This is an optimization exercise on Yosys and OpenROAD, whose aim is small area, a short achievable clock period and few clock cycles per item, not a production implementation.
In this exercise RTL edits were held to simulation tests only and were not proved equivalent to the original.
Power is estimated from default activity; no workload was simulated.

==> run a <==
## light_event_schedule_table
module light_event_schedule_table #(
  parameter int unsigned TABLE_ENTRIES = 64,
  parameter int unsigned LIGHT_COUNT   = 32
) (
  input  logic              clk_i,
  input  logic              rst_ni,
  input  logic              in_valid_i,
  output logic              in_stall_o,
  input  logic [2:0]        operation_i,
  input  logic [7:0]        light_id_i,
  input  logic [3:0]        day_code_i,
  input  logic [10:0]       minute_i,
  input  logic signed [7:0] random_offset_i,
  input  logic [2:0]        current_day_i,
  input  logic [10:0]       current_minute_i,
  output logic              out_valid_o,
  input  logic              out_stall_i,
  output logic [1:0]        status_o,
  output logic [7:0]        fired_light_o,
  output logic [1:0]        action_o,
  output logic              last_o
);
  logic                      q_full;
  logic [lest_pkg::CmdW-1:0] q_wr_cmd;
  logic                      q_vld;
  logic                      q_pop;
  logic [lest_pkg::CmdW-1:0] q_rd_cmd;
  lest_front #(
    .LIGHT_COUNT(LIGHT_COUNT)
  ) u_front (
    .operation_i     (operation_i),
    .light_id_i      (light_id_i),
    .day_code_i      (day_code_i),
    .minute_i        (minute_i),
    .random_offset_i (random_offset_i),
    .current_day_i   (current_day_i),
    .current_minute_i(current_minute_i),
    .cmd_o           (q_wr_cmd)
  );
  assign in_stall_o = q_full;
  lest_queue u_queue (
    .clk_i (clk_i),
    .rst_ni(rst_ni),
    .push_i(in_valid_i && !q_full),
    .data_i(q_wr_cmd),
  ...
make LEC_CHECK=0 CAP_MARGIN=20 CORE_MARGIN=2 CORE_UTILIZATION=60 CTS_CLUSTER_DIAMETER=90 CTS_CLUSTER_SIZE=22 SETUP_SLACK_MARGIN=3.0 SLEW_MARGIN=20 finish   # period 6.0 ns
run.sh (not shown) runs the stock make flow with config.mk's settings and CLKGATE_MAP_FILE= SYNTH_SCRIPT=/design/flow/synth_recipe.tcl, a recipe that flattens the netlist after the stock synthesis.
==> run b: changes against run a <==
--- a/flow/design.v
+++ b/flow/design.v
@@ -67,26 +67,39 @@
   input  logic [lest_pkg::CmdW-1:0] data_i,
   output logic                      full_o,
   output logic                      vld_o,
   input  logic                      pop_i,
   output logic [lest_pkg::CmdW-1:0] data_o
 );
-  logic [lest_pkg::CmdW-1:0] slot_q;
-  logic                      vld_q;
-  assign full_o = vld_q && !pop_i;
-  assign vld_o  = vld_q;
-  assign data_o = slot_q;
+  logic [lest_pkg::CmdW-1:0] slot_a_q;
+  logic [lest_pkg::CmdW-1:0] slot_b_q;
+  logic                      vld_a_q;
+  logic                      vld_b_q;
+  assign full_o = vld_b_q;
+  assign vld_o  = vld_a_q;
+  assign data_o = slot_a_q;
   always_ff @(posedge clk_i or negedge rst_ni) begin
     if (!rst_ni) begin
-      vld_q <= 1'b0;
+      vld_a_q <= 1'b0;
+      vld_b_q <= 1'b0;
     end else begin
-      vld_q <= push_i || (vld_q && !pop_i);
+      if (vld_b_q) begin
+        if (pop_i) vld_b_q <= 1'b0;
+      end else begin
+        vld_a_q <= (vld_a_q && !pop_i) || push_i;
+        vld_b_q <= vld_a_q && !pop_i && push_i;
+      end
     end
   end
   always_ff @(posedge clk_i) begin
-    if (push_i) slot_q <= data_i;
+    if (vld_b_q) begin
+      if (pop_i) slot_a_q <= slot_b_q;
+    end else begin
+      if (push_i && (!vld_a_q || pop_i)) slot_a_q <= data_i;
+      if (push_i && vld_a_q && !pop_i) slot_b_q <= data_i;
+    end
   end
 endmodule
 import lest_pkg::*;
 module lest_back #(
   parameter int unsigned TABLE_ENTRIES = 64
 ) (
@@ -110,13 +123,14 @@
   assign a_tick   = q_cmd_i[33];
   assign a_light  = q_cmd_i[31:27];
   assign a_day    = q_cmd_i[26:23];
   assign a_minute = q_cmd_i[22:12];
   logic                      s2_vld_q;
   logic [lest_pkg::CmdW-1:0] cmd_q;
-  logic [N-1:0]              hit_q;
+  logic [N-1:0]              khit_q;
+  logic [N-1:0]              thit_q;
   logic        c_sched, c_off, c_rem, c_rnd, c_tick, c_bad;
   logic [4:0]  c_light;
   logic [3:0]  c_day;
   logic [10:0] c_minute;
   logic        c_dok;
   logic [10:0] c_due;
@@ -164,14 +178,14 @@
   logic         full;
   logic [N-1:0] take_q;
   logic         full_q;
   logic [N-1:0] valid_d;
   always_comb begin
     valid_d = valid_q;
-    if (c_sched) valid_d = valid_q | take_q;
-    if (c_rem) valid_d = valid_q & ~hit_q;
+    if (exec && c_sched) valid_d = valid_d | take_q;
+    if (exec && c_rem) valid_d = valid_d & ~khit_q;
   end
   logic         more;
   logic         any_fire;
   logic [4:0]   sel_light;
   logic         sel_off;
   always_comb begin
@@ -181,13 +195,13 @@
                 && lest_pkg::day_accepts(day_q[i], a_day[2:0]);
     end
   end
   assign key_same    = c_light == a_light && c_day == a_day && c_minute == a_minute;
   assign sched_fires = c_minute == a_minute && lest_pkg::day_accepts(c_day, a_day[2:0]);
   assign rnd_fires   = c_dok && c_due == a_minute && lest_pkg::day_accepts(c_day, a_day[2:0]);
-  assign fire = dr_vld_q ? dr_q : hit_q & valid_q;
+  assign fire = dr_vld_q ? dr_q : thit_q & valid_q;
   assign free = ~valid_d;
   localparam int unsigned GS = 8;
   localparam int unsigned NG = N / GS;
   logic [NG-1:0] g_any, g_more, g_free, g_below, g_fbelow;
   logic [4:0]    g_light [0:NG-1];
   logic [NG-1:0] g_off;
@@ -246,13 +260,13 @@
   logic [10:0] w_due;
   logic [N-1:0] we_key;
   logic [N-1:0] we_due;
   assign w_dok  = c_sched || c_dok;
   assign w_due  = c_sched ? c_minute : c_due;
   assign we_key = {N{exec && c_sched}} & take_q;
-  assign we_due = we_key | ({N{exec && c_rnd}} & hit_q);
+  assign we_due = we_key | ({N{exec && c_rnd}} & khit_q);
   always_ff @(posedge clk_i) begin
     for (int i = 0; i < N; i++) begin
       if (we_key[i]) begin
         light_q[i]  <= c_light;
         day_q[i]    <= c_day;
         minute_q[i] <= c_minute;
@@ -265,14 +279,14 @@
     end
   end
   always_ff @(posedge clk_i) begin
     if (adv) begin
       cmd_q <= q_cmd_i;
       for (int i = 0; i < N; i++) begin
-        if (a_tick) hit_q[i] <= we_key[i] ? sched_fires : (we_due[i] ? rnd_fires : thit[i]);
-        else hit_q[i] <= we_key[i] ? key_same : khit[i];
+        khit_q[i] <= we_key[i] ? key_same : khit[i];
+        thit_q[i] <= we_key[i] ? sched_fires : (we_due[i] ? rnd_fires : thit[i]);
       end
     end
   end
   always_ff @(posedge clk_i) begin
     if (emit && t_emit) dr_q <= fire & fire_below;
   end
@@ -282,17 +296,15 @@
       take_q    <= N'(1);
       full_q    <= 1'b0;
       s2_vld_q  <= 1'b0;
       dr_vld_q  <= 1'b0;
       out_vld_q <= 1'b0;
     end else begin
-      if (exec) begin
-        valid_q <= valid_d;
-        take_q  <= take;
-        full_q  <= full;
-      end
+      valid_q <= valid_d;
+      take_q  <= take;
+      full_q  <= full;
       if (adv) s2_vld_q <= 1'b1;
       else if (s2_done) s2_vld_q <= 1'b0;
       if (emit && t_emit) dr_vld_q <= more;
       if (emit) out_vld_q <= 1'b1;
       else if (!out_stall_i) out_vld_q <= 1'b0;
     end
==> flow/config.mk (replaced) <==
export PLATFORM = sky130hd
export DESIGN_NAME = light_event_schedule_table
export DESIGN_NICKNAME = light_event_schedule_table
export VERILOG_FILES = /design/flow/design.v
export SDC_FILE = /design/flow/constraint.sdc
export NUM_CORES = 4
export LEC_CHECK = 0
export CAP_MARGIN = 20
export CORE_MARGIN = 2
export CORE_UTILIZATION = 40
export SETUP_SLACK_MARGIN = 3.0
export SLEW_MARGIN = 20
==> summary of the runs <==
Run a completed without violations. Run b completed with no timing, DRC or antenna violations.
Fmax: run b is higher than run a (3.2%).
In run b the final cell count is higher than in run a, by 13%.
Of run a and run b, run b has the higher clock skew (gap 31 ps).
Of run a and run b, run b has the higher total power (gap 16%, measured against run b).
Testbench counts of run a, summed over its fixed seeds: cycles 3,536, items 3,200.
Testbench counts of run b, summed over its fixed seeds: cycles 3,536, items 3,200.

what the ideal ports hide:
Ports are ideal in the flow. The routed layouts listed here were re-timed in OpenROAD. Step 1, drivers: a clkbuf_16 drives clk_i and a buf_2 each remaining input, both assumed. Step 2 moves the port delays by t, midway between the first and last clock arrival at a register: inputs arrive t later, outputs are due t later. That takes back most of the time a late clock gives input paths. a / b / c = no drivers / after step 1 / after step 2; a / b = the first two.
run	shift t [ns]	setup WS [ns]	hold WS [ns]	latest minus earliest clock arrival (ns)
run a	0.925	2.373 / 2.373 / 2.163	0.282 / 0.307 / 0.427	0.031 / 0.030
run b	0.959	2.487 / 2.487 / 1.628	0.390 / 0.327 / 0.422	0.060 / 0.060
After both steps every run listed still meets setup and hold. For run b, which loses most, drivers alone change the setup slack by 0.000 ns; drivers and shift together by -0.859 ns.
